Source: an optimization exercise on an open RTL-to-GDS flow (aim: small area and few clock cycles per item). Production flows keep margins and buffers that such runs may drop.
Function was checked by simulation only, so behaviour that the tests miss may differ from the original.
No activity file was given, so power comes from the tool's default toggle rates.

## flow/design.v

```verilog
package pbte_pkg;
    localparam int COLOR_W         = 32;
    localparam int TILE_W          = 8;
    localparam int PIXELS_PER_TILE = 8;
    localparam int POS_W           = 3;
    localparam int STORED_W        = 5;
    localparam int APB_DATA_W      = 32;
    localparam int APB_ADDR_W      = 3;
    localparam logic REG_LEARN_COLORS = 1'b0;
    typedef struct packed {
        logic                palette_overflow;
        logic [STORED_W-1:0] colors_stored;
        logic                high_bit;
        logic                low_bit;
    } pal_status_t;
    typedef struct packed {
        logic                palette_overflow;
        logic [STORED_W-1:0] colors_stored;
        logic [TILE_W-1:0]   plane_high;
        logic [TILE_W-1:0]   plane_low;
    } tile_t;
    localparam int TILE_BITS = 1 + STORED_W + 2 * TILE_W;   
    localparam int TDATA_W   = ((TILE_BITS + 7) / 8) * 8;
endpackage
module pbte_palette #(
    parameter int PALETTE_DEPTH = 16
) (
    input  logic                         aclk,
    input  logic                         aresetn,
    input  logic                         step,
    input  logic                         learn,
    input  logic [pbte_pkg::COLOR_W-1:0] color,
    input  logic                         clear,
    output logic                         busy,
    output logic [pbte_pkg::STORED_W-1:0] colors_stored,
    output logic                         palette_overflow,
    output logic                         low_bit,
    output logic                         high_bit
);
    localparam int SLOTS = PALETTE_DEPTH - 3;
    localparam int CNT_W = $clog2(PALETTE_DEPTH + 1);
    logic [pbte_pkg::COLOR_W-1:0] bank_reg [1:3];
    logic [pbte_pkg::COLOR_W-1:0] slot_reg [SLOTS];
    logic [SLOTS-1:0]             slot_vld;
    logic [pbte_pkg::COLOR_W-1:0] spare_reg;
    logic                         spare_vld;
    logic [CNT_W-1:0]             count_reg;
    logic                         overflow_reg;
    logic [CNT_W-1:0] count_eff;
    logic [3:1]       bank_hit;
    logic             other_hit;
    logic             hit;
    logic             full;
    logic             store;
    logic             to_bank;
    logic             to_ring;
    logic             gap;        
    logic             ins_new;
    logic             ins_spare;
    logic             clr;
    assign clr = step && clear;
    always_comb begin
        count_eff = clear ? '0 : count_reg;
        for (int i = 1; i <= 3; i++) begin
            bank_hit[i] = (CNT_W'(i) < count_eff) && (bank_reg[i] == color);
        end
        other_hit = !clear && spare_vld && (spare_reg == color);
        for (int i = 0; i < SLOTS; i++) begin
            if (!clear && slot_vld[i] && (slot_reg[i] == color)) other_hit = 1'b1;
        end
        hit = (|bank_hit) || other_hit;
        full    = (count_eff >= CNT_W'(PALETTE_DEPTH));
        store   = !hit && learn && !full;
        to_bank = store && (count_eff >= CNT_W'(1)) && (count_eff <= CNT_W'(3));
        to_ring = store && !to_bank;
        gap       = !slot_vld[SLOTS-1] || clear;
        ins_new   = step && to_ring && gap;
        ins_spare = spare_vld && !clr && gap && !(step && to_ring);
        low_bit  = bank_hit[1] || bank_hit[3]
                   || (to_bank && ((count_eff == CNT_W'(1)) || (count_eff == CNT_W'(3))));
        high_bit = bank_hit[2] || bank_hit[3]
                   || (to_bank && ((count_eff == CNT_W'(2)) || (count_eff == CNT_W'(3))));
    end
    assign busy = spare_vld && !gap && to_ring;
    assign colors_stored    = pbte_pkg::STORED_W'(count_reg);
    assign palette_overflow = overflow_reg;
    always_ff @(posedge aclk) begin
        if (!aresetn) begin
            count_reg    <= '0;
            overflow_reg <= 1'b0;
        end else if (step) begin
            count_reg    <= store ? count_eff + CNT_W'(1) : count_eff;
            overflow_reg <= (!clear && overflow_reg) || (!hit && learn && full);
        end
    end
    always_ff @(posedge aclk) begin
        for (int i = 1; i <= 3; i++) begin
            if (step && to_bank && (count_eff[1:0] == 2'(i))) bank_reg[i] <= color;
        end
    end
    always_ff @(posedge aclk) begin
        for (int i = 1; i < SLOTS; i++) slot_reg[i] <= slot_reg[i-1];
        if (ins_new)        slot_reg[0] <= color;
        else if (ins_spare) slot_reg[0] <= spare_reg;
        else                slot_reg[0] <= slot_reg[SLOTS-1];
    end
    always_ff @(posedge aclk) begin
        if (!aresetn) begin
            slot_vld <= '0;
        end else begin
            slot_vld <= {slot_vld[SLOTS-2:0] & {(SLOTS-1){!clr}},
                         ins_new || ins_spare || (slot_vld[SLOTS-1] && !clr)};
        end
    end
    always_ff @(posedge aclk) begin
        if (!aresetn || clr) begin
            spare_vld <= 1'b0;
        end else if (step && to_ring && !gap) begin
            spare_vld <= 1'b1;
        end else if (ins_spare) begin
            spare_vld <= 1'b0;
        end
    end
    always_ff @(posedge aclk) begin
        if (step && to_ring && !gap) spare_reg <= color;
    end
endmodule
module pbte_planes (
    input  logic                        aclk,
    input  logic                        aresetn,
    input  logic                        step,
    input  logic                        clear,
    input  logic                        low_bit,
    input  logic                        high_bit,
    output logic                        emit,
    output logic [pbte_pkg::TILE_W-1:0] plane_low,
    output logic [pbte_pkg::TILE_W-1:0] plane_high
);
    logic [pbte_pkg::POS_W-1:0] bit_pos_reg;
    logic [pbte_pkg::POS_W-1:0] pos_eff;
    assign pos_eff = clear ? '0 : bit_pos_reg;
    assign emit    = (pos_eff == pbte_pkg::POS_W'(pbte_pkg::PIXELS_PER_TILE - 1));
    always_ff @(posedge aclk) begin
        if (!aresetn) begin
            bit_pos_reg <= '0;
        end else if (step) begin
            bit_pos_reg <= pos_eff + pbte_pkg::POS_W'(1);
        end
    end
    always_ff @(posedge aclk) begin
        if (step) begin
            plane_low  <= {plane_low[pbte_pkg::TILE_W-2:0], low_bit};
            plane_high <= {plane_high[pbte_pkg::TILE_W-2:0], high_bit};
        end
    end
endmodule
module palette_bitplane_tile_encoder #(
    parameter int PALETTE_DEPTH = 16
) (
    input  logic                            aclk,
    input  logic                            aresetn,
    input  logic                            s_tvalid,
    output logic                            s_tready,
    input  logic [pbte_pkg::COLOR_W-1:0]    s_tdata,   
    input  logic                            s_tuser,   
    output logic                            m_tvalid,
    input  logic                            m_tready,
    output logic [pbte_pkg::TDATA_W-1:0]    m_tdata,
    input  logic                            psel,
    input  logic                            penable,
    input  logic                            pwrite,
    input  logic [pbte_pkg::APB_ADDR_W-1:0] paddr,
    input  logic [pbte_pkg::APB_DATA_W-1:0] pwdata,
    output logic [pbte_pkg::APB_DATA_W-1:0] prdata,
    output logic                            pready
);
    logic                          learn_reg;
    logic                          m_valid_reg;
    logic                          busy;
    logic                          step;
    logic                          emit;
    logic                          low_bit;
    logic                          high_bit;
    logic [pbte_pkg::TILE_W-1:0]   plane_low;
    logic [pbte_pkg::TILE_W-1:0]   plane_high;
    logic [pbte_pkg::STORED_W-1:0] colors_stored;
    logic                          palette_overflow;
    assign pready = 1'b1;
    always_comb begin
        prdata = '0;
        if (paddr[2] == pbte_pkg::REG_LEARN_COLORS) begin
            prdata[0] = learn_reg;
        end
    end
    always_ff @(posedge aclk) begin
        if (!aresetn) begin
            learn_reg <= 1'b1;
        end else if (psel && penable && pwrite
                     && (paddr[2] == pbte_pkg::REG_LEARN_COLORS)) begin
            learn_reg <= pwdata[0];
        end
    end
    assign s_tready = !busy && (!m_valid_reg || m_tready);
    assign step     = s_tvalid && s_tready;
    always_ff @(posedge aclk) begin
        if (!aresetn) begin
            m_valid_reg <= 1'b0;
        end else if (step && emit) begin
            m_valid_reg <= 1'b1;
        end else if (m_tready) begin
            m_valid_reg <= 1'b0;
        end
    end
    pbte_palette #(
        .PALETTE_DEPTH (PALETTE_DEPTH)
    ) u_palette (
        .aclk             (aclk),
        .aresetn          (aresetn),
        .step             (step),
        .learn            (learn_reg),
        .color            (s_tdata),
        .clear            (s_tuser),
        .busy             (busy),
        .colors_stored    (colors_stored),
        .palette_overflow (palette_overflow),
        .low_bit          (low_bit),
        .high_bit         (high_bit)
    );
    pbte_planes u_planes (
        .aclk       (aclk),
        .aresetn    (aresetn),
        .step       (step),
        .clear      (s_tuser),
        .low_bit    (low_bit),
        .high_bit   (high_bit),
        .emit       (emit),
        .plane_low  (plane_low),
        .plane_high (plane_high)
    );
    assign m_tvalid = m_valid_reg;
    assign m_tdata  = {{(pbte_pkg::TDATA_W - pbte_pkg::TILE_BITS){1'b0}},
                       palette_overflow, colors_stored, plane_high, plane_low};
endmodule
```

## flow/run.sh

```bash
#!/bin/bash
# synth_recipe.tcl (not shown) runs the flow's synth.tcl, then flattens the netlist and writes it again
# the make line also repeats each setting of config.mk as NAME=value (left out here)
make -C /OpenROAD-flow-scripts/flow DESIGN_CONFIG=/design/flow/config.mk WORK_HOME=/design/flow/orfs CLKGATE_MAP_FILE= SYNTH_SCRIPT=/design/flow/synth_recipe.tcl finish
```

## flow/config.mk

```make
export PLATFORM = sky130hd
export DESIGN_NAME = palette_bitplane_tile_encoder
export DESIGN_NICKNAME = palette_bitplane_tile_encoder
export VERILOG_FILES = /design/flow/design.v
export SDC_FILE = /design/flow/constraint.sdc
export NUM_CORES = 4
export LEC_CHECK = 0
export CAP_MARGIN = 20
export CORE_MARGIN = 2
export CORE_UTILIZATION = 40
export SLEW_MARGIN = 20
```

## flow/constraint.sdc

```tcl
create_clock -name core_clock -period 5.0 [get_ports {aclk}]
set_input_delay 1.0000 -clock core_clock [delete_from_list [all_inputs] [get_ports {aclk}]]
set_output_delay 1.0000 -clock core_clock [all_outputs]
set_load 0.01 [all_outputs]
```

==> qor.yml, run 1 <==
status:
  outcome: "no timing/DRC/antenna violations"
finish:
  drive_above_1_share_pct: 17.2
  final_cell_count_no_fill: 2613
  final_nets: 1958
  final_common_cell: "dfxtp_1"
  fill_cells: 4597
  largest_register_ffs: 416
  layout_common_cells: "dfxtp_1, xor2_1, edfxtp_1"
  diodes: 0
  area_growth_pct: 22.3
critical_path:
  critPathMaxFanout: 7
  cp-start-kind: "input pin"
  r2r_setup_slack_ps: 1200
  r2r_start: "u_palette.spare_reg[16]"
  critical_path_arrival_ps: 3890
  r2r-end: "u_palette.slot_reg[0][27]"
  cp.required_ps: 4000
  setup.worst_path.class: "in2out"
  ff2ff_path_depth: 11
  crit_path_end_kind: "output port"
hold_path:
  worstHoldEndpoint: "u_palette.slot_reg[12][5]"
  min_path_type: "reg2reg"
  min_delay_path_depth: 0
  min-delay-start: "u_palette.slot_reg[11][5]"
clock_tree:
  cts_buffer_depth: 3
  clk_latency_ps: 630
  cts_buffers: 57
  clock_sinks: 585
  cts-htree-levels: 2
  clk_pin_slew_worst_paths_ps: 60
  cts_root_buf: "clkbuf_16"
  tritoncts: "done"
place:
  io_buffers: 66
  globalplace.congestion: 0.909
  dpl.hpwl_um: 46900
  place_inst: 2503
floorplan:
  row_count: 84
  initial_core_util_pct: 40.5
  core_mm2: 0.0527
  die_h_um: 235
  ioPinCount: 134
  dieArea_mm2: 0.0552
  die_w_um: 235
detailed_routing:
  antenna_left: 0
  drtIter0Drc: 1215
  drc_errors: 0
  routed_wl_um: 63600
  firstDrtPassIters: 5
  wl_per_cell_um: 24.3
  viasPerCell: 5.01
  vias: 13100
sta:
  relSlewSlack_pct: 29.0
  fin_crit_sh_pct: 97.9
  fin_worst_skew_ps: 19.8
  fmax_mhz: 204
  setup-tns-final_ps: 0
  whs_ps: 360
  drv_slew: 0
  hold_viol: 0
  setup_viol: 0
  rsz0062_at_grt: "no"
  period_minus_slack_ps: 4890
  tightest_slew_ps: 1060
pwr:
  internal_power_mw: 8.65
  power_frac_comb_pct: 10.1
  p_seq_share_pct: 50.6
  p_sw_share_pct: 25.6
  power_leakage_nw: 10.4
  irDropWorstVdd_uv: 296
  p_switching_mw: 2.97
  power_density_mw_per_mm2: 446
  pwr-share-clk_pct: 39.2
grt:
  gr-total-overflow: 0
  grt_usage_pct: 22.7
  grt_pass1_wl_um: 91000
  grt_max_degree: 34
  antenna_found_initial: 2
  grt_pass1_vias: 13300
yosys:
  synth_area_leaders: "dfxtp_1, edfxtp_1, xor2_1"
  synth_top_area_cell: "dfxtp_1"
  ys_warn_count: 5
  synthCells: 1648
  syn_avg_cell_area_um2: 12.9
  synth-seq-cells: 585
  synth-edff-count: 144
  synth-seq-area-share_pct: 61.7
  synth_top_area_share_pct: 41.4
  async_flop_share_pct: 0
  synth_ff_type: "dfxtp_1"
  yosysUniqueCellTypes: 55
  netlist_area_mm2: 0.0213
run:
  maxCapViolCount: 0
-- power groups by stage --
stage | logic [mW] | clock network (mW) | registers [mW]
floorplan | 0.742 | 0 | 5.75
global placement | 1.15 | 0 | 5.96
detailed placement | 1.15 | 0 | 5.96
CTS | 1.17 | 4.61 | 5.87
global route | 1.26 | 4.80 | 5.92
finish | 1.17 | 4.56 | 5.88
-- cell families after synthesis --
kind of cell / count (synthesis) / synth area share [%]
AOI/OAI and AO/OA: 59 / 2.44
xor gates and xnor gates: 536 / 22.0
adders and majority gates: 5 / 0.293
buffers and inverters: 150 / 4.47
DFF: 585 / 61.7
muxes: 23 / 1.19
other: 2 / 0.0352
and+or+nand+nor: 288 / 7.87
-- routing by layer --
metal  share of wire, %  up-vias  GRT usage [%]  wire [µm]
met5                  0        -              0          0
met4                3.2        0           8.13       2040
met3                7.9      110           4.71       5020
met2                 45      502           35.6      28700
met1                 44     6485           31.0      27900
li1                   -     6006              -          -
-- worst max-delay path: stages --
cell	delay, ps
clkdlybuf4s50_1	500
buf_12	180
buf_12	120
xor2_1	140
nor4_1	100
nand4_1	100
nor3_1	60
buf_4	150
or4_4	500
or4_4	560
o21a_1	190
dlygate4sd2_1	280
-- through the flow --
step	cell area (µm²)	power [mW]	setup slack, ps	util (%)
finish	26100	11.6	105	49.5
global route	26100	12.0	40.5	49.5
CTS	26100	11.7	109	49.5
detailed placement	23900	7.11	-199	45.5
global placement	23900	7.11	-212	45.5
floorplan	21500	6.49	136	-
-- layout make-up --
class,instances,area (µm²),area share [%]
clock buffers,85,1760,6.74
clock inverters,21,273,1.05
inverters,39,146,0.561
multi-input cells,945,7390,28.3
flip-flops and latches,585,13200,50.4
well taps,688,861,3.30
repair buffers,250,2490,9.56
-- worst max-delay path by stage --
stage / slack (ps) / end / start
2_1_floorplan: 140 / u_palette.bank_reg[3][0] / s_tdata[16]
3_3_place_gp: -210 / u_palette.slot_reg[0][27] / s_tdata[25]
3_5_place_dp: -200 / u_palette.slot_reg[0][27] / s_tdata[25]
4_1_cts: 110 / s_tready / s_tdata[16]
5_1_grt: 40 / s_tready / s_tdata[16]
6_report: 110 / s_tready / s_tdata[16]
-- repair_timing --
item	4_1_cts	5_1_grt
pin swaps	1	0
buffers inserted	4	0
hold buffers	0	0
setup endpoints to repair	1	1
gates cloned	0	0
gates resized for setup	9	1
-- synthesized netlist by cell type (14+ instances only) --
| master | number |
|---|---|
| a221o_1 | 22 |
| nor4_1 | 108 |
| nand4_1 | 50 |
| nor2_1 | 37 |
| nand3_1 | 16 |
| buf_4 | 97 |
| and2_1 | 14 |
| xor2_1 | 416 |
| nor3_1 | 19 |
| inv_1 | 38 |
| edfxtp_1 | 144 |
| dfxtp_1 | 441 |
| xnor2_1 | 120 |
| mux2_2 | 19 |
Testbench counts, summed over its fixed seeds: cycles 33,106, pixels 32,768.
==> run 2: changes to the inputs <==
--- a/flow/design.v
+++ b/flow/design.v
@@ -56,5 +56,4 @@
     logic             to_ring;
+    logic             new_ring;   
     logic             gap;        
-    logic             ins_new;
-    logic             ins_spare;
     logic             clr;
@@ -71,9 +70,8 @@
         hit = (|bank_hit) || other_hit;
-        full    = (count_eff >= CNT_W'(PALETTE_DEPTH));
-        store   = !hit && learn && !full;
-        to_bank = store && (count_eff >= CNT_W'(1)) && (count_eff <= CNT_W'(3));
-        to_ring = store && !to_bank;
-        gap       = !slot_vld[SLOTS-1] || clear;
-        ins_new   = step && to_ring && gap;
-        ins_spare = spare_vld && !clr && gap && !(step && to_ring);
+        full     = (count_eff >= CNT_W'(PALETTE_DEPTH));
+        store    = !hit && learn && !full;
+        to_bank  = store && (count_eff >= CNT_W'(1)) && (count_eff <= CNT_W'(3));
+        to_ring  = store && !to_bank;
+        new_ring = step && to_ring;
+        gap      = !slot_vld[SLOTS-1];
         low_bit  = bank_hit[1] || bank_hit[3]
@@ -97,3 +95,3 @@
         for (int i = 1; i <= 3; i++) begin
-            if (step && to_bank && (count_eff[1:0] == 2'(i))) bank_reg[i] <= color;
+            if (count_reg == CNT_W'(i)) bank_reg[i] <= color;
         end
@@ -102,5 +100,5 @@
         for (int i = 1; i < SLOTS; i++) slot_reg[i] <= slot_reg[i-1];
-        if (ins_new)        slot_reg[0] <= color;
-        else if (ins_spare) slot_reg[0] <= spare_reg;
-        else                slot_reg[0] <= slot_reg[SLOTS-1];
+        if (!gap)           slot_reg[0] <= slot_reg[SLOTS-1];
+        else if (spare_vld) slot_reg[0] <= spare_reg;
+        else                slot_reg[0] <= color;
     end
@@ -110,17 +108,18 @@
         end else begin
-            slot_vld <= {slot_vld[SLOTS-2:0] & {(SLOTS-1){!clr}},
-                         ins_new || ins_spare || (slot_vld[SLOTS-1] && !clr)};
-        end
-    end
-    always_ff @(posedge aclk) begin
-        if (!aresetn || clr) begin
+            slot_vld[SLOTS-1:1] <= slot_vld[SLOTS-2:0] & {(SLOTS-1){!clr}};
+            if (!gap)           slot_vld[0] <= slot_vld[SLOTS-1] && !clr;
+            else if (spare_vld) slot_vld[0] <= !clr;
+            else                slot_vld[0] <= new_ring;
+        end
+    end
+    always_ff @(posedge aclk) begin
+        if (!aresetn) begin
             spare_vld <= 1'b0;
-        end else if (step && to_ring && !gap) begin
-            spare_vld <= 1'b1;
-        end else if (ins_spare) begin
-            spare_vld <= 1'b0;
-        end
-    end
-    always_ff @(posedge aclk) begin
-        if (step && to_ring && !gap) spare_reg <= color;
+        end else begin
+            spare_vld <= (new_ring && (spare_vld || !gap))
+                         || (spare_vld && !gap && !clr);
+        end
+    end
+    always_ff @(posedge aclk) begin
+        if (!spare_vld || gap) spare_reg <= color;
     end
--- a/flow/config.mk
+++ b/flow/config.mk
@@ -10,2 +10,4 @@
 export CORE_UTILIZATION = 40
+export CTS_BUF_LIST = sky130_fd_sc_hd__clkbuf_4 sky130_fd_sc_hd__clkbuf_8
+export CTS_CLUSTER_SIZE = 30
 export SLEW_MARGIN = 20
==> qor.yml, run 2 <==
pwr:
  pwr-share-clk_pct: 40.5  # +1.3 points
  p_seq_share_pct: 51.0  # +0.4 points
  power_leakage_nw: 10.1  # -3.0%
  p_switching_mw: 2.52  # -15%
  power_density_mw_per_mm2: 398  # -11%
  internal_power_mw: 7.83  # -9.5%
  p_total_mw: 10.3  # -11%
  p_sw_share_pct: 24.3  # -1.3 points
  irDropWorstVdd_uv: 246  # -17%
  power_frac_comb_pct: 8.5  # -1.6 points
clock_tree:
  clk_latency_ps: 670  # +40 ps
  cts_buffers: 90  # +58%
  clk_pin_slew_worst_paths_ps: 60  # about the same
  hold_buffers: 0  # unchanged
  cts_root_buf: "clkbuf_8"
  cts-htree-levels: 3  # +1
  tritoncts: "done"
  clock_sinks: 585  # unchanged
  cts_buffer_depth: 3  # unchanged
detailed_routing:
  drc_errors: 0  # unchanged
  wl_per_cell_um: 23.9  # -2.0%
  viasPerCell: 4.97  # -0.86%
  drtIter0Drc: 1114  # -8.3%
  antenna_left: 0  # unchanged
  firstDrtPassIters: 5  # unchanged
  routed_wl_um: 63800  # +0.31%
  vias: 13300  # +1.5%
sta:
  relSlewSlack_pct: 27.0  # -2.0 points
  whs_ps: 352  # -7.49 ps
  tightest_slew_ps: 1080  # +22.6 ps
  rsz0062_at_grt: "no"
  period_minus_slack_ps: 4920  # +22.8 ps
  drv_slew: 0  # unchanged
  fin_crit_sh_pct: 98.4  # +0.46 points
  setup_viol: 0  # unchanged
  hold_viol: 0  # unchanged
  fmax_mhz: 203  # -0.46%
  fin_worst_skew_ps: 25.3  # +5.52 ps
critical_path:
  cp.required_ps: 4000  # about the same
  cp_cell_sequence: "clkdlybuf4s50_1 -> buf_12 -> buf_4 -> inv_1 -> o22ai_1 -> nand3b_1 -> nor4_1 -> buf_4 -> or4_1 -> nor4_4 -> and3_4 -> a21oi_1 -> buf_2"
  slowest_stage: "clkdlybuf4s50_1"
  slowest_delay_ps: 510  # -50 ps
  critical_path_arrival_ps: 3920  # +30 ps
  cp-start-kind: "input pin"
  crit_path_end_kind: "output port"
  critPathMaxFanout: 11  # +4
  setup.worst_path.class: "in2out"
  crit_buf_inv: 6  # +1
  crit_family: "buffers and inverters"
  crit_path_frequent_cell: "buf_4"
finish:
  drive_above_1_share_pct: 18.8  # +1.5 points
  fin_util_pct: 49.3  # -0.23 points
  diodes: 0  # unchanged
  fin_area_mm2: 0.0260  # -0.46%
  final_common_cell: "dfxtp_1"
  layout_common_cells: "dfxtp_1, xor2_1, xnor2_1"
  final_nets: 1995  # +1.9%
  fill_cells: 4620  # +0.50%
  largest_register_ffs: 416  # unchanged
  area_growth_pct: 21.4
grt:
  grt_pass1_wl_um: 91100  # +0.14%
  gr-total-overflow: 0  # unchanged
  gr-usage-met3_pct: 5.80  # +1.1 points
  use_met2_pct: 35.8  # +0.25 points
  grt_max_degree: 71  # +110%
  busiest_layer: "met2"
  grt_pass1_vias: 13500  # +1.2%
  use_met1_pct: 29.7  # -1.3 points
  grt_usage_pct: 22.8  # +0.12 points
  antenna_found_initial: 6  # +4
yosys:
  syn_avg_cell_area_um2: 12.8  # -0.95%
  synth_top_area_cell: "dfxtp_1"
  synth-seq-cells: 585  # unchanged
  synthAdderAreaFrac_pct: 0.293  # -0.00074 points
  yosysMostFrequentCell: "dfxtp_1"
  synth_top_family_by_area: "XOR/XNOR gates"
  netlist_area_mm2: 0.0214  # +0.25%
  synthSimpleGateAreaFrac_pct: 7.85  # -0.020 points
  synth_top_area_share_pct: 41.3  # -0.10 points
  synthCells: 1668  # +1.2%
  synth_xor_area_share_pct: 21.6  # -0.38 points
  async_flop_share_pct: 0  # unchanged
  synth_ff_type: "dfxtp_1"
  synth_mux_area_share_pct: 1.79  # +0.60 points
  synth-edff-count: 144  # unchanged
  synth_area_leaders: "dfxtp_1, edfxtp_1, xor2_1"
  yosysUniqueCellTypes: 59  # +7.3%
  synth-seq-area-share_pct: 61.5  # -0.16 points
  synth_common_cells: "dfxtp_1, xor2_1, xnor2_1, edfxtp_1, nor4_1"
  synth_compound_area_share_pct: 2.58  # +0.15 points
  ys_warn_count: 5  # unchanged
floorplan:
  row_count: 84  # unchanged
  initial_core_util_pct: 40.6  # +0.10 points
  die_w_um: 235  # +0.12%
  core_mm2: 0.0527  # unchanged
  dieArea_mm2: 0.0553  # +0.25%
  die_h_um: 235  # +0.12%
  ioPinCount: 134  # unchanged
hold_path:
  min_path_type: "reg2reg"
place:
  dpl_cell_area_mm2: 0.0239  # -0.10%
  dpl.hpwl_um: 47500  # +1.2%
  io_buffers: 66  # unchanged
  globalplace.congestion: 0.913  # +0.48%
run:
  maxCapViolCount: 0  # unchanged
status:
  outcome: "no timing/DRC/antenna violations"
run 2: cell types whose count changed after synthesis, moves of 19 or more:
cell and change:
a221o_1 -22, xnor2_1 +50, mux2i_1 +32, buf_4 -31, nor4_1 -19, nor2_1 -23
inv_1 -21, nand2_1 +40, xor2_1 -58, o21ai_0 +32
run 2: layout make-up:
cell class / count / area (µm²) / area share (%)
inverters: 18 / 67.6 / 0.260
well taps: 688 / 861 / 3.32
multi-input cells: 979 / 7530 / 29.0
clock inverters: 18 / 115 / 0.444
repair buffers: 241 / 2410 / 9.29
clock buffers: 146 / 1820 / 7.00
flip-flops and latches: 585 / 13200 / 50.7
run 2: path summary, 6_finish.rpt:
kind,start,endpoint,slack [ps],cells after the start
hold reg to reg,u_palette.slot_reg[9][31],u_palette.slot_reg[10][31],350,0
hold / removal,u_palette.slot_reg[9][31],u_palette.slot_reg[10][31],350,0
setup reg to reg,u_palette.spare_reg[9],u_planes.plane_low[5],1730,11
setup / recovery,s_tdata[19],s_tready,80,13
run 2: routing by layer:
layer | share of wire (%) | vias up
li1 | - | 6125
met2 | 46 | 524
met5 | 0.14 | -
met4 | 3.8 | 8
met3 | 7.7 | 132
met1 | 43 | 6510
run 2: stage by stage:
step | TNS, ps | instances | setup slack, ps
global placement | -512 | 2511 | -512
CTS | 0 | 2675 | 6.48
floorplan | 0 | 1700 | 737
finish | 0 | 2675 | 82.3
global route | 0 | 2675 | 2.62
detailed placement | -483 | 2511 | -483
run 2: logic make-up (layout without fill, tap and decap cells):
kind of cell | count (synthesis) | in the layout
adders and majority gates | 5 | 5
buffers and inverters | 136 | 423
xor gates and xnor gates | 528 | 528
muxes | 38 | 38
AOI/OAI and AO/OA | 78 | 78
and+or+nand+nor | 296 | 296
other | 2 | 34
DFF | 585 | 585
run 2: power by group through the flow:
stage          clock, mW  combinational [mW]  sequential, mW
2_1_floorplan          0               0.511            5.29
6_report            4.19               0.875            5.28
3_3_place_gp           0               0.855            5.37
5_1_grt             4.46               0.933            5.29
4_1_cts             4.24               0.869            5.27
3_5_place_dp           0               0.858            5.37
run 2: worst reg2reg max path: cells and delay by family (launching register included):
| family | cells | cell delay [ps] |
|---|---|---|
| buf+inv | 3 | 560 |
| xor+xnor | 1 | 370 |
| compound gates | 2 | 620 |
| flops | 1 | 430 |
| simple gates | 5 | 960 |
run 2: what timing repair did:
item | CTS | global route
setup endpoints to repair | 1 | 1
resized for setup | 19 | 5
buffers inserted | 1 | 0
pin swaps | 9 | 4
Testbench counts of run 2, summed over its fixed seeds: cycles 33,098, pixels 32,768.
==> run 3: changes to the inputs <==
--- a/flow/config.mk
+++ b/flow/config.mk
@@ -10,4 +10,2 @@
 export CORE_UTILIZATION = 40
-export CTS_BUF_LIST = sky130_fd_sc_hd__clkbuf_4 sky130_fd_sc_hd__clkbuf_8
-export CTS_CLUSTER_SIZE = 30
 export SLEW_MARGIN = 20
==> qor.yml, run 3 <==
status:
  outcome: "no timing/DRC/antenna violations"
yosys:
  synth-seq-area-share_pct: 61.5  # unchanged
  synthCells: 1668  # unchanged
  synth-seq-cells: 585  # unchanged
  synth-edff-count: 144  # unchanged
  synthAdderAreaFrac_pct: 0.293  # unchanged
  syn_avg_cell_area_um2: 12.8  # unchanged
  ys_warn_count: 5  # unchanged
  synth_compound_area_share_pct: 2.58  # unchanged
  synth_top_area_cell: "dfxtp_1"
  synth_top_family_by_area: "XOR/XNOR gates"
  async_flop_share_pct: 0  # unchanged
  synth_ff_type: "dfxtp_1"
  synth_common_cells: "dfxtp_1, xor2_1, xnor2_1, edfxtp_1, nor4_1"
  synth_area_leaders: "dfxtp_1, edfxtp_1, xor2_1"
  synth_mux_area_share_pct: 1.79  # unchanged
  netlist_area_mm2: 0.0214  # unchanged
  yosysMostFrequentCell: "dfxtp_1"
  synthSimpleGateAreaFrac_pct: 7.85  # unchanged
  synth_top_area_share_pct: 41.3  # unchanged
  yosysUniqueCellTypes: 59  # unchanged
  synth_xor_area_share_pct: 21.6  # unchanged
detailed_routing:
  routed_wl_um: 63100  # -1.1%
  firstDrtPassIters: 5  # unchanged
  drtIter0Drc: 955  # -14%
  antenna_left: 0  # unchanged
  vias: 13000  # -1.9%
  drc_errors: 0  # unchanged
  wl_per_cell_um: 24.1  # +1.0%
  viasPerCell: 4.98  # +0.21%
pwr:
  power_leakage_nw: 10.1  # -0.41%
  power_density_mw_per_mm2: 404  # +1.3%
  irDropWorstVdd_uv: 296  # +21%
sta:
  setup-tns-final_ps: 0  # unchanged
  setup_viol: 0  # unchanged
  tightest_slew_ps: 1110  # +25.5 ps
  period_minus_slack_ps: 4940  # +20.6 ps
  fin_crit_sh_pct: 98.8  # +0.41 points
  hold_viol: 0  # unchanged
  fmax_mhz: 202  # -0.42%
  layout_setup_ws_ps: 61.7  # -20.6 ps
  whs_ps: 357  # +5.12 ps
  relSlewSlack_pct: 25.3  # -1.7 points
  fin_worst_skew_ps: 20.5  # -4.78 ps
  drv_slew: 0  # unchanged
finish:
  fin_util_pct: 49.5  # +0.20 points
  area_growth_pct: 21.9
  seqCellArea_mm2: 0.0132  # unchanged
  largest_register_ffs: 416  # unchanged
  diodes: 0  # unchanged
  multi_input_area_mm2: 0.00759  # +0.88%
  layout_common_cells: "dfxtp_1, xor2_1, xnor2_1"
  fill_cells: 4578  # -0.91%
  drive_above_1_share_pct: 16.8  # -1.9 points
  final_nets: 1964  # -1.6%
  final_cell_count_no_fill: 2618  # -2.1%
  final_common_cell: "dfxtp_1"
critical_path:
  cp-start-kind: "input pin"
  crit_path_end_kind: "output port"
  cp_cell_sequence: "clkdlybuf4s50_1 -> buf_6 -> buf_4 -> buf_12 -> xor2_1 -> nor4_1 -> nand4_1 -> nor4_2 -> buf_4 -> nand4_1 -> and4b_4 -> and3_4 -> a21oi_1 -> buf_2"
  crit_family: "simple AND/OR/NAND/NOR gates"
  setup.worst_path.class: "in2out"
  critical_path_arrival_ps: 3940  # +20 ps
  slowest_delay_ps: 430  # -80 ps
  critPathMaxFanout: 14  # +3
  crit_buf_inv: 6  # unchanged
  r2r_start: "u_palette.count_reg[1]"
  slowest_stage: "clkdlybuf4s50_1"
  cp.required_ps: 4000  # about the same
  crit_path_start: "s_tdata[24]"
place:
  dpl.hpwl_um: 47500  # unchanged
  globalplace.congestion: 0.913  # unchanged
  dpl_worst_slack_ps: -483  # unchanged
  io_buffers: 66  # unchanged
  place_inst: 2511  # unchanged
floorplan:
  core_mm2: 0.0527  # unchanged
  die_w_um: 235  # unchanged
  row_count: 84  # unchanged
  ioPinCount: 134  # unchanged
  die_h_um: 235  # unchanged
  initial_core_util_pct: 40.6  # unchanged
  dieArea_mm2: 0.0553  # unchanged
clock_tree:
  cts-htree-levels: 2  # -1
  hold_buffers: 0  # unchanged
  clk_pin_slew_worst_paths_ps: 60  # about the same
  tritoncts: "done"
  cts_root_buf: "clkbuf_16"
  cts_buffer_depth: 3  # unchanged
  clk_latency_ps: 630  # -40 ps
  clock_sinks: 585  # unchanged
  cts_buffers: 56  # -38%
grt:
  grt_pass1_vias: 13300  # -1.6%
  antenna_found_initial: 2  # -4
  grt_usage_pct: 22.6  # -0.26 points
  grt_max_degree: 71  # unchanged
  gr-total-overflow: 0  # unchanged
  grt_pass1_wl_um: 90800  # -0.38%
hold_path:
  min_path_type: "reg2reg"
  min-delay-start: "u_palette.slot_reg[9][20]"
run:
  maxCapViolCount: 0  # unchanged
[run 3: cell types whose count changed in the layout (fill, tap and decap cells not counted), moves of 2 or more]
cell / previous run / this run
clkbuf_16: 0 / 60
buf_4: 133 / 135
nor4_2: 10 / 17
clkbuf_8: 115 / 19
nor4_1: 80 / 73
clkbuf_2: 0 / 2
clkbuf_1: 0 / 7
clkinv_1: 5 / 0
nor3_1: 20 / 17
nor3_2: 0 / 3
clkbuf_4: 31 / 1
clkinv_8: 0 / 3
[run 3: worst register-to-register path: stages (launching register included)]
cell,delay [ps]
dfxtp_1,490
nor2b_1,240
inv_1,80
ha_1,210
o21ai_0,80
nand4_1,140
or4_4,460
o41ai_2,70
buf_4,190
nor4_4,50
buf_4,170
buf_4,130
buf_4,130
a41o_1,330
buf_4,240
and2_1,210
[run 3: cells by family (layout without fill, tap and decap cells)]
kind of cell,count (synthesis),in the layout
xor+xnor,528,528
buf+inv,136,366
simple gates,296,296
compound gates,78,78
flops,585,585
other cells,2,34
fa+ha+maj,5,5
mux,38,38
[run 3: worst paths after layout]
path              slack [ps]                         end  depth (start not counted)
setup / recovery          60                    s_tready                         14
hold / removal           360  u_palette.slot_reg[10][20]                          0
setup reg to reg        1680      u_palette.slot_vld[12]                         15
hold reg to reg          360  u_palette.slot_reg[10][20]                          0
[run 3: layout make-up]
cell class | instances | share of cell area, %
Sequential cell | 585 | 50.5
Clock buffer | 89 | 6.93
Tap cell | 688 | 3.30
Clock inverter | 15 | 0.528
Timing Repair Buffer | 244 | 9.35
Multi-Input combinational cell | 979 | 29.1
Inverter | 18 | 0.259
[run 3: routing by layer]
metal,routed length [µm],track usage [%],part of all wire (%)
met1,28400,30.9,45
met2,29400,36.5,47
met3,3700,3.59,5.9
met4,1660,7.21,2.6
met5,0,0,0
[run 3: stage by stage]
step                cell area (µm²)  power, mW
floorplan                     21500       5.81
global placement              23900       6.22
detailed placement            23900       6.23
CTS                           25900       10.6
global route                  26100       10.8
finish                        26100       10.5
[run 3: power by group]
group,leakage (nW),switching [mW],internal [mW]
clock,0.972,1.83,2.53
combinational,4.02,0.482,0.398
sequential,5.09,0.190,5.08
[run 3: what timing repair did]
item                                    4_1_cts  5_1_grt
pin swaps                                     9        5
endpoints found under the setup margin        1        1
buffers inserted                              1        3
resized for setup                            19       17
==> run 4: changes to the inputs <==
--- a/flow/design.v
+++ b/flow/design.v
@@ -40,2 +40,3 @@
     localparam int SLOTS = PALETTE_DEPTH - 3;
+    localparam int HALF  = (SLOTS + 1) / 2;   
     localparam int CNT_W = $clog2(PALETTE_DEPTH + 1);
@@ -55,5 +56,6 @@
     logic             to_bank;
-    logic             to_ring;
     logic             new_ring;   
-    logic             gap;        
+    logic             gap_a;      
+    logic             gap_b;      
+    logic             spare_b;    
     logic             clr;
@@ -73,5 +75,3 @@
         to_bank  = store && (count_eff >= CNT_W'(1)) && (count_eff <= CNT_W'(3));
-        to_ring  = store && !to_bank;
-        new_ring = step && to_ring;
-        gap      = !slot_vld[SLOTS-1];
+        new_ring = step && store && !to_bank;
         low_bit  = bank_hit[1] || bank_hit[3]
@@ -81,3 +81,7 @@
     end
-    assign busy = spare_vld && !gap && to_ring;
+    assign gap_a   = !slot_vld[HALF-1];
+    assign gap_b   = !slot_vld[SLOTS-1];
+    assign spare_b = spare_vld && !gap_a;
+    assign busy    = spare_vld && !gap_a && !gap_b && learn
+                     && (count_reg < CNT_W'(PALETTE_DEPTH));
     assign colors_stored    = pbte_pkg::STORED_W'(count_reg);
@@ -99,6 +103,11 @@
     always_ff @(posedge aclk) begin
-        for (int i = 1; i < SLOTS; i++) slot_reg[i] <= slot_reg[i-1];
-        if (!gap)           slot_reg[0] <= slot_reg[SLOTS-1];
+        for (int i = 1; i < SLOTS; i++) begin
+            if (i != HALF) slot_reg[i] <= slot_reg[i-1];
+        end
+        if (!gap_a)         slot_reg[0] <= slot_reg[HALF-1];
         else if (spare_vld) slot_reg[0] <= spare_reg;
         else                slot_reg[0] <= color;
+        if (!gap_b)         slot_reg[HALF] <= slot_reg[SLOTS-1];
+        else if (spare_b)   slot_reg[HALF] <= spare_reg;
+        else                slot_reg[HALF] <= color;
     end
@@ -108,6 +117,11 @@
         end else begin
-            slot_vld[SLOTS-1:1] <= slot_vld[SLOTS-2:0] & {(SLOTS-1){!clr}};
-            if (!gap)           slot_vld[0] <= slot_vld[SLOTS-1] && !clr;
+            for (int i = 1; i < SLOTS; i++) begin
+                if (i != HALF) slot_vld[i] <= slot_vld[i-1] && !clr;
+            end
+            if (!gap_a)         slot_vld[0] <= slot_vld[HALF-1] && !clr;
             else if (spare_vld) slot_vld[0] <= !clr;
             else                slot_vld[0] <= new_ring;
+            if (!gap_b)         slot_vld[HALF] <= slot_vld[SLOTS-1] && !clr;
+            else if (spare_b)   slot_vld[HALF] <= !clr;
+            else                slot_vld[HALF] <= new_ring && (!gap_a || spare_vld);
         end
@@ -117,9 +131,10 @@
             spare_vld <= 1'b0;
+        end else if (spare_vld) begin
+            spare_vld <= (gap_a && gap_b) ? 1'b0 : ((gap_a || gap_b || clr) ? new_ring : 1'b1);
         end else begin
-            spare_vld <= (new_ring && (spare_vld || !gap))
-                         || (spare_vld && !gap && !clr);
-        end
-    end
-    always_ff @(posedge aclk) begin
-        if (!spare_vld || gap) spare_reg <= color;
+            spare_vld <= new_ring && !gap_a && !gap_b;
+        end
+    end
+    always_ff @(posedge aclk) begin
+        if (!spare_vld || gap_a || gap_b || clr) spare_reg <= color;
     end
--- a/flow/config.mk
+++ b/flow/config.mk
@@ -10,2 +10,3 @@
 export CORE_UTILIZATION = 40
+export GPL_TIMING_DRIVEN = 0
 export SLEW_MARGIN = 20
==> qor.yml, run 4 <==
status:
  outcome: "no timing/DRC/antenna violations"
floorplan:
  die_h_um: 240  # +2.1%
  initial_core_util_pct: 40.5  # -0.14 points
  ioPinCount: 134  # unchanged
  row_count: 86  # +2.4%
  core_mm2: 0.0551  # +4.6%
  dieArea_mm2: 0.0576  # +4.2%
  die_w_um: 240  # +2.1%
detailed_routing:
  routed_wl_um: 70100  # +11%
  drtIter0Drc: 1044  # +9.3%
  wl_met3_um: 3500  # -5.4%
  wl_met2_um: 33100  # +13%
  vias: 13500  # +3.4%
  wl_per_cell_um: 25.6  # +6.4%
  viasPerCell: 4.94  # -0.94%
  antenna_left: 0  # unchanged
  drc_errors: 0  # unchanged
  firstDrtPassIters: 5  # unchanged
  wl_met1_um: 30400  # +7.3%
  top_layer_used: "met4"
sta:
  fmax_mhz: 205  # +1.3%
  fin_crit_sh_pct: 97.5  # -1.3 points
  setup_viol: 0  # unchanged
  period_minus_slack_ps: 4870  # -63.4 ps
  drv_slew: 0  # unchanged
  hold_viol: 0  # unchanged
  relSlewSlack_pct: 36.7  # +11 points
  fin_worst_skew_ps: 40.4  # +19.9 ps
  setup-tns-final_ps: 0  # unchanged
  whs_ps: 357  # -0.683 ps
  rsz0062_at_grt: "no"
  tightest_slew_ps: 949  # -160 ps
  layout_setup_ws_ps: 125  # +63.4 ps
hold_path:
  min_path_type: "reg2reg"
  min-delay-start: "u_palette.slot_reg[11][7]"
  worstHoldEndpoint: "u_palette.slot_reg[12][7]"
  min_delay_path_depth: 0  # unchanged
yosys:
  synthCells: 1768  # +6.0%
  synth-edff-count: 144  # unchanged
  synth-seq-cells: 585  # unchanged
  synth_ff_type: "dfxtp_1"
  synth_top_area_cell: "dfxtp_1"
  yosysMostFrequentCell: "dfxtp_1"
  synth_common_cells: "dfxtp_1, xor2_1, edfxtp_1, xnor2_1, nor4_1"
  netlist_area_mm2: 0.0223  # +4.3%
  synth-seq-area-share_pct: 59.0  # -2.5 points
  ys_warn_count: 5  # unchanged
  async_flop_share_pct: 0  # unchanged
  syn_avg_cell_area_um2: 12.6  # -1.6%
  synth_top_area_share_pct: 39.6  # -1.7 points
  yosysUniqueCellTypes: 51  # -14%
  synth_area_leaders: "dfxtp_1, edfxtp_1, xor2_1"
finish:
  layout_common_cells: "dfxtp_1, xor2_1, edfxtp_1"
  area_growth_pct: 17.3
  final_cell_count_no_fill: 2733  # +4.4%
  final_common_cell: "dfxtp_1"
  fin_util_pct: 47.5  # -2.0 points
  drive_above_1_share_pct: 11.1  # -5.7 points
  fin_area_mm2: 0.0261  # +0.32%
  final_nets: 2016  # +2.6%
  largest_register_ffs: 416  # unchanged
critical_path:
  ff2ff_path_depth: 12  # -3
  r2r_start: "u_palette.count_reg[1]"
  crit_path_end_kind: "flip-flop"
  cp-start-kind: "input pin"
  critical_path_arrival_ps: 5250  # +1310 ps
  critPathMaxFanout: 10  # -4
  setup.worst_path.class: "in2reg"
  r2r-end: "u_palette.spare_vld"
  r2r_setup_slack_ps: 1700  # +20 ps
  cp.required_ps: 5370  # +1370 ps
clock_tree:
  cts_root_buf: "clkbuf_16"
  clock_sinks: 585  # unchanged
  post_cts_buffers: 0  # -1
  clk_latency_ps: 650  # +20 ps
  clk_pin_slew_worst_paths_ps: 60  # about the same
  cts-htree-levels: 2  # unchanged
  tritoncts: "done"
  ctsResizeCount: 0  # -19
  hold_buffers: 0  # unchanged
  cts_buffers: 60  # +7.1%
  cts_buffer_depth: 3  # unchanged
place:
  dpl.hpwl_um: 56100  # +18%
  place_inst: 2622  # +4.4%
  dpl_worst_slack_ps: -529  # -46.5 ps
  io_buffers: 65  # -1.5%
  globalplace.congestion: 0.963  # +5.5%
  dpl_cell_area_mm2: 0.0241  # +0.82%
pwr:
  p_total_mw: 10.7  # +2.1%
  irDropWorstVdd_uv: 303  # +2.1%
  power_leakage_nw: 9.86  # -2.1%
  power_density_mw_per_mm2: 411  # +1.8%
grt:
  grt_max_degree: 35  # -51%
  grt_usage_pct: 24.3  # +1.8 points
  grt_pass1_vias: 13400  # +0.93%
  grt_pass1_wl_um: 96000  # +5.8%
  gr-total-overflow: 0  # unchanged
  antenna_found_initial: 0  # -2
run:
  maxCapViolCount: 0  # unchanged
run 4: layout make-up:
type | count | area (µm²)
Antenna cell | 1 | 2.50
Multi-Input combinational cell | 1079 | 8140
Tap cell | 748 | 936
Buffer | 130 | 1120
Sequential cell | 585 | 13200
Clock inverter | 24 | 273
Inverter | 6 | 22.5
Fill cell | 5059 | 29000
Timing Repair Buffer | 74 | 746
Clock buffer | 86 | 1750
run 4: how the worst max path moves through the flow:
| stage | start | end | slack [ps] | cells past startpoint |
|---|---|---|---|---|
| after floorplan | u_palette.count_reg[4] | u_palette.bank_reg[2][0] | 1320 | 2 |
| after global placement | u_palette.count_reg[4] | u_palette.bank_reg[2][5] | -610 | 2 |
| after detailed placement | s_tuser | u_planes.plane_high[0] | -530 | 13 |
| after CTS | s_tuser | u_planes.plane_high[0] | 110 | 13 |
| after global routing | s_tuser | u_planes.plane_high[0] | 40 | 13 |
| final | s_tuser | u_planes.plane_high[0] | 130 | 13 |
run 4: cell families (layout without fill, tap and decap cells):
family / count (synthesis) / after routing / synth area share, %
simple gates: 340 / 340 / 8.91
buf+inv: 136 / 320 / 5.11
compound gates: 86 / 86 / 2.12
mux: 70 / 70 / 3.14
fa+ha+maj: 6 / 6 / 0.326
flops: 585 / 585 / 59.0
xor+xnor: 543 / 543 / 21.3
other cells: 2 / 35 / 0.0337
run 4: routing by layer:
metal,vias up,track usage [%]
met4,0,10.2
li1,6301,-
met2,418,40.0
met3,104,2.97
met5,-,0
met1,6665,32.4
run 4: critical path: stages:
cell             delay [ps]
clkdlybuf4s50_1        1030
clkbuf_1                610
nand2b_1                240
inv_1                    90
ha_1                    280
nand3b_1                190
a21o_1                  220
nor3_1                  390
and4_1                  330
a41oi_1                 150
nand4_4                 290
nor4_1                   80
or3_1                   370
run 4: power by group:
group,switching [mW],internal (mW),total [mW],leakage [nW]
Sequential,0.168,5.08,5.25,5.09
Clock,1.93,2.65,4.58,1.02
Combinational,0.551,0.355,0.906,3.76
Total,2.65,8.09,10.7,9.86
Testbench counts of run 4, summed over its fixed seeds: cycles 32,967, pixels 32,768.
==> run 5: changes to the inputs <==
--- a/flow/config.mk
+++ b/flow/config.mk
@@ -10,3 +10,2 @@
 export CORE_UTILIZATION = 40
-export GPL_TIMING_DRIVEN = 0
 export SLEW_MARGIN = 20
==> qor.yml, run 5 <==
pwr:
  power_density_mw_per_mm2: 419  # +2.0%
  power_leakage_nw: 9.66  # -2.1%
  irDropWorstVdd_uv: 308  # +1.7%
place:
  dpl_cell_area_mm2: 0.0236  # -1.9%
  io_buffers: 66  # +1.5%
  globalplace.congestion: 0.871  # -9.6%
  dpl_worst_slack_ps: 646  # +1180 ps
  dpl.hpwl_um: 43700  # -22%
run:
  maxCapViolCount: 0  # unchanged
clock_tree:
  clk_latency_ps: 630  # -20 ps
  clock_sinks: 585  # unchanged
  cts_root_buf: "clkbuf_16"
  tritoncts: "done"
  clk_pin_slew_worst_paths_ps: 60  # about the same
  hold_buffers: 0  # unchanged
  cts_buffer_depth: 3  # unchanged
  ctsResizeCount: 0  # unchanged
  cts-htree-levels: 2  # unchanged
  cts_buffers: 60  # unchanged
  post_cts_buffers: 0  # unchanged
sta:
  layout_setup_ws_ps: 1240  # +1110 ps
  relSlewSlack_pct: 47.9  # +11 points
  whs_ps: 344  # -13.1 ps
  setup_viol: 0  # unchanged
  hold_viol: 0  # unchanged
  rsz0062_at_grt: "no"
  setup-tns-final_ps: 0  # unchanged
  fin_crit_sh_pct: 75.3  # -22 points
  fmax_mhz: 266  # +30%
  tightest_slew_ps: 781  # -168 ps
  fin_worst_skew_ps: 24.6  # -15.8 ps
  period_minus_slack_ps: 3760  # -1110 ps
  drv_slew: 0  # unchanged
finish:
  drive_above_1_share_pct: 10.3  # -0.81 points
  largest_register_ffs: 416  # unchanged
  area_growth_pct: 15.6
  final_nets: 1956  # -3.0%
  multi_input_area_mm2: 0.00813  # -0.15%
  seqCellArea_mm2: 0.0132  # about the same
  layout_common_cells: "dfxtp_1, xor2_1, edfxtp_1"
  fin_area_mm2: 0.0258  # -1.4%
  final_common_cell: "dfxtp_1"
  fin_util_pct: 46.8  # -0.68 points
  fill_cells: 4960  # -2.0%
grt:
  gr-total-overflow: 0  # unchanged
  antenna_found_initial: 4  # +4
  grt_usage_pct: 20.7  # -3.6 points
  grt_pass1_vias: 13000  # -2.8%
  grt_pass1_wl_um: 86200  # -10%
  grt_max_degree: 70  # +100%
yosys:
  ys_warn_count: 5  # unchanged
  synth-seq-area-share_pct: 59.0  # unchanged
  netlist_area_mm2: 0.0223  # unchanged
  async_flop_share_pct: 0  # unchanged
  synthCells: 1768  # unchanged
  yosysMostFrequentCell: "dfxtp_1"
  synth-seq-cells: 585  # unchanged
  synth_top_area_share_pct: 39.6  # unchanged
  synth_common_cells: "dfxtp_1, xor2_1, edfxtp_1, xnor2_1, nor4_1"
  yosysUniqueCellTypes: 51  # unchanged
  syn_avg_cell_area_um2: 12.6  # unchanged
  synth_area_leaders: "dfxtp_1, edfxtp_1, xor2_1"
  synth-edff-count: 144  # unchanged
  synth_ff_type: "dfxtp_1"
  synth_top_area_cell: "dfxtp_1"
detailed_routing:
  wl_per_cell_um: 22.3  # -13%
  viasPerCell: 4.88  # -1.2%
  antenna_left: 0  # unchanged
  routed_wl_um: 59700  # -15%
  firstDrtPassIters: 4  # -1
  vias: 13100  # -3.2%
  drtIter0Drc: 1044  # unchanged
  drc_errors: 0  # unchanged
floorplan:
  ioPinCount: 134  # unchanged
  die_w_um: 240  # unchanged
  dieArea_mm2: 0.0576  # unchanged
  die_h_um: 240  # unchanged
  row_count: 86  # unchanged
  initial_core_util_pct: 40.5  # unchanged
  core_mm2: 0.0551  # unchanged
critical_path:
  cp_cell_sequence: "clkdlybuf4s50_1 -> buf_4 -> xor2_1 -> nor4_1 -> nand4_1 -> nor3_1 -> nor4_4 -> nand4_4 -> nor4_1 -> or3_1"
  crit_end: "u_planes.plane_high[0]"
  critical_path_arrival_ps: 4120  # -1130 ps
  critPathMaxFanout: 13  # +3
  crit_path_end_kind: "flip-flop"
  slowest_stage: "clkdlybuf4s50_1"
  r2r_start: "u_palette.count_reg[0]"
  cp-start-kind: "input pin"
  ff2ff_path_depth: 11  # -1
  crit_path_frequent_cell: "nor4_1"
  slowest_delay_ps: 890  # -140 ps
  cp.required_ps: 5360  # about the same
  crit_path_start: "s_tdata[10]"
  r2r-end: "u_palette.count_reg[0]"
  setup.worst_path.class: "in2reg"
  r2r_setup_slack_ps: 2030  # +330 ps
hold_path:
  min_path_type: "reg2reg"
status:
  outcome: "no timing/DRC/antenna violations"
-- run 5: cell families after synthesis --
family / share of synthesized area, %
flops: 59.0
xor+xnor: 21.3
simple gates: 8.91
buf+inv: 5.11
compound gates: 2.12
mux: 3.14
fa+ha+maj: 0.326
other cells: 0.0337
-- run 5: where the power goes --
part | internal, mW | total (mW) | switching [mW]
registers | 5.08 | 5.25 | 0.175
clock network | 2.84 | 4.75 | 1.91
logic | 0.326 | 0.795 | 0.469
total | 8.25 | 10.8 | 2.55
-- run 5: routing by layer --
metal | track usage, % | vias up | share of wire [%]
met4 | 7.21 | 0 | 3.0
met3 | 2.51 | 89 | 4.2
met2 | 33.3 | 341 | 46
li1 | - | 6197 | -
met1 | 28.9 | 6424 | 46
met5 | 0 | - | 0
-- run 5: cell type report --
| type | count | share of cell area [%] |
|---|---|---|
| well taps | 748 | 3.63 |
| clock buffers | 82 | 6.72 |
| repair buffers | 144 | 5.45 |
| inverters | 6 | 0.0874 |
| multi-input cells | 1079 | 31.5 |
| diodes | 2 | 0.0194 |
| flip-flops and latches | 585 | 51.1 |
| clock inverters | 30 | 1.50 |
-- run 5: metrics by stage --
stage                     cells  power, mW
after floorplan            1800       5.83
after global placement     2562       6.13
after detailed placement   2562       6.14
after CTS                  2674       10.9
after global routing       2674       11.1
final                      2676       10.8
-- run 5: how the worst min path moves through the flow --
stage,to,startpoint,cells after the start,slack (ps)
finish,u_palette.slot_reg[10][3],u_palette.slot_reg[9][3],0,340
global route,u_palette.slot_reg[11][8],u_palette.slot_reg[10][8],0,350
CTS,u_palette.slot_reg[10][3],u_palette.slot_reg[9][3],0,340
detailed placement,u_palette.slot_reg[2][7],u_palette.slot_reg[1][7],0,350
global placement,u_palette.slot_reg[11][11],u_palette.slot_reg[10][11],0,350
floorplan,u_palette.slot_reg[8][14],u_palette.slot_reg[7][14],0,350
-- run 5: critical path: cells and delay by family --
family / cells / cell delay, ps
and+or+nand+nor: 7 / 1690
buffers and inverters: 2 / 1290
xor gates and xnor gates: 1 / 120
==> run 6: changes to the inputs <==
--- a/flow/config.mk
+++ b/flow/config.mk
@@ -10,2 +10,4 @@
 export CORE_UTILIZATION = 40
+export CTS_CLUSTER_DIAMETER = 100
+export CTS_CLUSTER_SIZE = 30
 export SLEW_MARGIN = 20
==> qor.yml, run 6 <==
status:
  outcome: "no timing/DRC/antenna violations"
critical_path:
  crit_path_end_kind: "flip-flop"
  cp_cell_sequence: "clkdlybuf4s50_1 -> buf_4 -> xor2_1 -> nor4_1 -> nand4_1 -> nor3_1 -> nor4_4 -> nand4_4 -> nor4_1 -> or3_1"
  r2r-end: "u_palette.count_reg[0]"
  critical_path_arrival_ps: 4130  # about the same
  critPathMaxFanout: 13  # unchanged
  crit_buf_inv: 2  # unchanged
  r2r_start: "u_palette.count_reg[0]"
  crit_family: "simple AND/OR/NAND/NOR gates"
  r2r_setup_slack_ps: 2040  # about the same
  crit_cells: 10  # unchanged
  cp-start-kind: "input pin"
  crit_path_frequent_cell: "nor4_1"
  cp.required_ps: 5370  # about the same
  setup.worst_path.class: "in2reg"
  slowest_delay_ps: 740  # -150 ps
  slowest_stage: "clkdlybuf4s50_1"
  ff2ff_path_depth: 11  # unchanged
yosys:
  ys_warn_count: 5  # unchanged
  synth-seq-cells: 585  # unchanged
  synthCells: 1768  # unchanged
  synth_top_area_share_pct: 39.6  # unchanged
  yosysMostFrequentCell: "dfxtp_1"
  synth_common_cells: "dfxtp_1, xor2_1, edfxtp_1, xnor2_1, nor4_1"
  synth-edff-count: 144  # unchanged
  synth-seq-area-share_pct: 59.0  # unchanged
  synth_top_area_cell: "dfxtp_1"
  synth_area_leaders: "dfxtp_1, edfxtp_1, xor2_1"
  synth_ff_type: "dfxtp_1"
  syn_avg_cell_area_um2: 12.6  # unchanged
  yosysUniqueCellTypes: 51  # unchanged
  netlist_area_mm2: 0.0223  # unchanged
  async_flop_share_pct: 0  # unchanged
sta:
  tightest_slew_ps: 785  # +3.80 ps
  hold_viol: 0  # unchanged
  fin_crit_sh_pct: 75.2  # about the same
  period_minus_slack_ps: 3760  # -3.19 ps
  setup_viol: 0  # unchanged
  layout_setup_ws_ps: 1240  # +3.19 ps
  relSlewSlack_pct: 47.7  # -0.25 points
  rsz0062_at_grt: "no"
  fmax_mhz: 266  # about the same
  fin_worst_skew_ps: 40.0  # +15.4 ps
  setup-tns-final_ps: 0  # unchanged
  drv_slew: 0  # unchanged
clock_tree:
  tritoncts: "done"
  cts_buffers: 23  # -62%
  cts_root_buf: "clkbuf_16"
  post_cts_buffers: 0  # unchanged
  clk_latency_ps: 610  # -20 ps
  ctsResizeCount: 0  # unchanged
  cts_buffer_depth: 3  # unchanged
  clock_sinks: 585  # unchanged
  hold_buffers: 0  # unchanged
  clk_pin_slew_worst_paths_ps: 120  # +60 ps
  cts-htree-levels: 1  # -1
pwr:
  power_leakage_nw: 8.93  # -7.5%
  p_seq_share_pct: 62.5  # +14 points
  power_density_mw_per_mm2: 345  # -18%
  power_frac_comb_pct: 9.4  # +2.0 points
  irDropWorstVdd_uv: 223  # -27%
  p_sw_share_pct: 25.0  # +1.4 points
  pwr-share-clk_pct: 28.1  # -16 points
  p_switching_mw: 2.10  # -18%
  internal_power_mw: 6.30  # -24%
place:
  dpl_worst_slack_ps: 646  # unchanged
  dpl.hpwl_um: 43700  # unchanged
  place_inst: 2562  # unchanged
  globalplace.congestion: 0.871  # unchanged
  io_buffers: 66  # unchanged
detailed_routing:
  viasPerCell: 4.90  # +0.46%
  firstDrtPassIters: 5  # +1
  drc_errors: 0  # unchanged
  drtIter0Drc: 1047  # +0.29%
  vias: 12700  # -2.4%
  wl_per_cell_um: 22.4  # +0.44%
  antenna_left: 0  # unchanged
  routed_wl_um: 58300  # -2.4%
grt:
  gr-total-overflow: 0  # unchanged
  antenna_found_initial: 5  # +1
  grt_pass1_vias: 12500  # -3.9%
  grt_pass1_wl_um: 83700  # -2.9%
  grt_max_degree: 70  # unchanged
  grt_usage_pct: 20.1  # -0.64 points
hold_path:
  min_path_type: "reg2reg"
  min_delay_path_depth: 0  # unchanged
  worstHoldEndpoint: "u_palette.slot_reg[5][20]"
  min-delay-start: "u_palette.slot_reg[4][20]"
floorplan:
  initial_core_util_pct: 40.5  # unchanged
  row_count: 86  # unchanged
  die_h_um: 240  # unchanged
  ioPinCount: 134  # unchanged
  core_mm2: 0.0551  # unchanged
  die_w_um: 240  # unchanged
  dieArea_mm2: 0.0576  # unchanged
finish:
  final_common_cell: "dfxtp_1"
  drive_above_1_share_pct: 6.59  # -3.7 points
  area_growth_pct: 9.08
  fin_util_pct: 44.1  # -2.6 points
  layout_common_cells: "dfxtp_1, xor2_1, edfxtp_1"
  final_cell_count_no_fill: 2601  # -2.8%
  largest_register_ffs: 416  # unchanged
  final_nets: 1919  # -1.9%
run:
  maxCapViolCount: 0  # unchanged
==> run 6: per-stage QoR <==
stage	cell area [µm²]	power [mW]	hold WS, ps
finish	24300	8.40	362
global route	24300	8.65	366
CTS	24300	8.43	360
detailed placement	23600	6.14	353
global placement	23600	6.13	350
floorplan	22400	5.83	348
==> run 6: worst reg2reg max path: stages, from the launching register on <==
cell,delay (ps)
dfxtp_1,600
nand2b_1,170
inv_1,130
ha_1,250
nand3b_1,130
a21o_1,150
nor3_1,60
and4_1,230
a41oi_1,310
nand4_4,230
or3_4,460
mux2i_1,130
==> run 6: logic make-up (layout without fill, tap and decap cells) <==
kind of cell,after synthesis,count (layout),share of synthesized area [%]
adders and majority gates,6,6,0.326
AOI/OAI and AO/OA,86,86,2.12
DFF,585,585,59.0
other,2,36,0.0337
xor gates and xnor gates,543,543,21.3
muxes,70,70,3.14
and+or+nand+nor,340,340,8.91
buffers and inverters,136,187,5.11
==> run 6: power groups by stage <==
stage	sequential (mW)	clock, mW	combinational (mW)
6_report	5.25	2.36	0.792
5_1_grt	5.27	2.53	0.847
4_1_cts	5.24	2.39	0.798
3_5_place_dp	5.35	0	0.793
3_3_place_gp	5.34	0	0.794
2_1_floorplan	5.29	0	0.538
==> run 6: worst max path at each step <==
| stage | slack, ps | endpoint | start |
|---|---|---|---|
| 5_1_grt | 1050 | u_planes.plane_high[0] | s_tdata[10] |
| 4_1_cts | 1300 | u_planes.plane_high[0] | s_tdata[15] |
| 6_report | 1240 | u_planes.plane_high[0] | s_tdata[23] |
| 3_3_place_gp | 660 | u_planes.plane_high[0] | s_tdata[23] |
| 3_5_place_dp | 650 | u_planes.plane_high[0] | s_tdata[15] |
| 2_1_floorplan | 1320 | u_palette.bank_reg[2][0] | u_palette.count_reg[4] |
==> run 6: area by class of cell <==
cell class                 instances  area [µm²]
clock inverter                     3        35.0
clock buffer                      34         627
fill                            5078       30800
inverter                           6        22.5
tap                              748         936
multi-input combinational       1079        8130
timing repair buffer             144        1400
antenna                            2        5.00
sequential                       585       13200
==> run 6: metal layers <==
layer / vias to the layer above / share of wire, % / global-route usage (%)
met5: - / 0 / 0
met1: 6252 / 46 / 28.5
met2: 361 / 46 / 32.2
met4: 0 / 3.3 / 6.55
met3: 71 / 4.6 / 2.02
li1: 6059 / - / -
==> run 7: changes to the inputs <==
==> flow/flow/run.sh (new file) <==
#!/bin/bash
# The standard layout, with the clock tree built without dummy loads.
set -euo pipefail
export CTS_ARGS="-sink_clustering_enable -repair_clock_nets -dont_use_dummy_load"
bash standard.sh > orfs_make.log 2>&1
==> flow/standard.sh (new file) <==
#!/bin/bash
# synth_recipe.tcl (not shown) runs the flow's synth.tcl, then flattens the netlist and writes it again
# the make line also repeats each setting of config.mk as NAME=value (left out here)
make -C /OpenROAD-flow-scripts/flow DESIGN_CONFIG=/design/flow/config.mk WORK_HOME=/design/flow/orfs CLKGATE_MAP_FILE= SYNTH_SCRIPT=/design/flow/synth_recipe.tcl "${@:-finish}"
--- a/flow/config.mk
+++ b/flow/config.mk
@@ -10,4 +10,2 @@
 export CORE_UTILIZATION = 40
-export CTS_CLUSTER_DIAMETER = 100
-export CTS_CLUSTER_SIZE = 30
 export SLEW_MARGIN = 20
removed: flow/run.sh
==> qor.yml, run 7 <==
status:
  outcome: "no timing/DRC/antenna violations"
yosys:
  synth_top_area_cell: "dfxtp_1"
  synth_area_leaders: "dfxtp_1, edfxtp_1, xor2_1"
  synth_top_area_share_pct: 39.6  # unchanged
  ys_warn_count: 5  # unchanged
  synth-seq-area-share_pct: 59.0  # unchanged
  synthCells: 1768  # unchanged
  synth_ff_type: "dfxtp_1"
  yosysUniqueCellTypes: 51  # unchanged
  netlist_area_mm2: 0.0223  # unchanged
  synth-edff-count: 144  # unchanged
  yosysMostFrequentCell: "dfxtp_1"
  syn_avg_cell_area_um2: 12.6  # unchanged
  async_flop_share_pct: 0  # unchanged
  synth-seq-cells: 585  # unchanged
  synth_common_cells: "dfxtp_1, xor2_1, edfxtp_1, xnor2_1, nor4_1"
critical_path:
  cp.required_ps: 5370  # about the same
  crit_path_start: "s_tdata[10]"
  ff2ff_path_depth: 11  # unchanged
  cp_cell_sequence: "clkdlybuf4s50_1 -> buf_4 -> xor2_1 -> nor4_1 -> nand4_1 -> nor3_1 -> nor4_4 -> nand4_4 -> nor4_1 -> or3_1"
  critical_path_arrival_ps: 4140  # about the same
  slowest_delay_ps: 890  # +150 ps
  setup.worst_path.class: "in2reg"
  r2r_setup_slack_ps: 2040  # about the same
  r2r_start: "u_palette.count_reg[0]"
  r2r-end: "u_palette.count_reg[0]"
  crit_path_end_kind: "flip-flop"
  crit_path_frequent_cell: "nor4_1"
  crit_cells: 10  # unchanged
  cp-start-kind: "input pin"
  crit_family: "simple AND/OR/NAND/NOR gates"
  critPathMaxFanout: 13  # unchanged
  crit_buf_inv: 2  # unchanged
  crit_end: "u_planes.plane_high[0]"
  slowest_stage: "clkdlybuf4s50_1"
sta:
  fin_crit_sh_pct: 75.4  # +0.21 points
  layout_setup_ws_ps: 1230  # -10.4 ps
  setup-tns-final_ps: 0  # unchanged
  rsz0062_at_grt: "no"
  fmax_mhz: 265  # -0.28%
  relSlewSlack_pct: 47.7  # about the same
  fin_worst_skew_ps: 70.1  # +30.1 ps
  period_minus_slack_ps: 3770  # +10.4 ps
  hold_viol: 0  # unchanged
  drv_slew: 0  # unchanged
  setup_viol: 0  # unchanged
  tightest_slew_ps: 785  # -0.102 ps
finish:
  largest_register_ffs: 416  # unchanged
  drive_above_1_share_pct: 8.27  # +1.7 points
  final_cell_count_no_fill: 2623  # +0.85%
  final_nets: 1956  # +1.9%
  area_growth_pct: 12.8
  final_common_cell: "dfxtp_1"
  layout_common_cells: "dfxtp_1, xor2_1, edfxtp_1"
pwr:
  power_density_mw_per_mm2: 390  # +13%
  power_leakage_nw: 9.35  # +4.7%
  irDropWorstVdd_uv: 303  # +36%
clock_tree:
  clk_latency_ps: 630  # +20 ps
  hold_buffers: 0  # unchanged
  clock_sinks: 585  # unchanged
  post_cts_buffers: 0  # unchanged
  cts_buffers: 60  # +160%
  cts_root_buf: "clkbuf_16"
  clk_pin_slew_worst_paths_ps: 60  # -60 ps
  tritoncts: "done"
  ctsResizeCount: 0  # unchanged
  cts_buffer_depth: 3  # unchanged
  cts-htree-levels: 2  # +1
floorplan:
  core_mm2: 0.0551  # unchanged
  die_w_um: 240  # unchanged
  initial_core_util_pct: 40.5  # unchanged
  die_h_um: 240  # unchanged
  ioPinCount: 134  # unchanged
  row_count: 86  # unchanged
  dieArea_mm2: 0.0576  # unchanged
grt:
  gr-total-overflow: 0  # unchanged
  grt_pass1_vias: 12900  # +2.7%
  grt_max_degree: 70  # unchanged
  antenna_found_initial: 4  # -1
  grt_usage_pct: 20.6  # +0.55 points
  grt_pass1_wl_um: 85500  # +2.2%
detailed_routing:
  routed_wl_um: 59300  # +1.7%
  firstDrtPassIters: 5  # unchanged
  wl_per_cell_um: 22.6  # +0.86%
  vias: 12900  # +1.4%
  drc_errors: 0  # unchanged
  drtIter0Drc: 1085  # +3.6%
  antenna_left: 0  # unchanged
  viasPerCell: 4.93  # +0.55%
place:
  io_buffers: 66  # unchanged
  dpl.hpwl_um: 43700  # unchanged
  place_inst: 2562  # unchanged
  globalplace.congestion: 0.871  # unchanged
  dpl_worst_slack_ps: 646  # unchanged
hold_path:
  min_path_type: "reg2reg"
run:
  maxCapViolCount: 0  # unchanged
[run 7: cell counts after synthesis]
No cell type changed its count.
[run 7: power breakdown]
part	total (mW)	internal, mW	switching [mW]
clock network	3.76	2.09	1.68
logic	0.794	0.326	0.468
registers	5.26	5.08	0.174
[run 7: worst min path at each step]
stage | startpoint | endpoint | cells after the start
floorplan | u_palette.slot_reg[7][14] | u_palette.slot_reg[8][14] | 0
global placement | u_palette.slot_reg[10][11] | u_palette.slot_reg[11][11] | 0
CTS | u_palette.slot_reg[9][3] | u_palette.slot_reg[10][3] | 0
finish | u_palette.slot_reg[9][3] | u_palette.slot_reg[10][3] | 0
detailed placement | u_palette.slot_reg[1][7] | u_palette.slot_reg[2][7] | 0
global route | u_palette.slot_reg[10][8] | u_palette.slot_reg[11][8] | 0
[run 7: logic make-up (layout without fill, tap and decap cells)]
family	count (synthesis)	after routing	share of synthesized area [%]
multiplexers	70	70	3.14
other	2	35	0.0337
flip-flops	585	585	59.0
buffers and inverters	136	210	5.11
AND/OR/NAND/NOR	340	340	8.91
XOR/XNOR	543	543	21.3
AO/OA/AOI/OAI	86	86	2.12
adder cells (fa/ha/maj)	6	6	0.326
[run 7: through the flow]
stage	power, mW	area (µm²)	hold WS [ps]	utilization [%]
6_report	9.81	25100	308	45.6
5_1_grt	10.1	25100	311	45.6
4_1_cts	9.87	25100	304	45.6
3_5_place_dp	6.14	23600	353	42.9
3_3_place_gp	6.13	23600	350	42.9
2_1_floorplan	5.83	22400	348	-
[run 7: layout make-up]
class / count / area (µm²)
repair buffers: 144 / 1400
fillers: 5001 / 29900
flip-flops and latches: 585 / 13200
clock buffers: 60 / 1500
inverters: 6 / 22.5
multi-input cells: 1079 / 8130
diodes: 1 / 2.50
well taps: 748 / 936
[run 7: per-layer routing]
metal  part of all wire, %  track usage [%]  up-vias
met2                    47             33.3      369
met4                   2.9             6.98        0
met3                   4.7             2.22       90
met1                    46             28.9     6329
li1                      -                -     6134
met5                     0                0        -

Re-timed with assumed drivers on the ports (clkbuf_16 on the clock, buf_2 on other inputs), run 7 has 1.255 ns of setup slack against 1.230 ns with ideal ports, and 0.608 ns once port delays also move by the mid clock arrival of 0.647 ns.
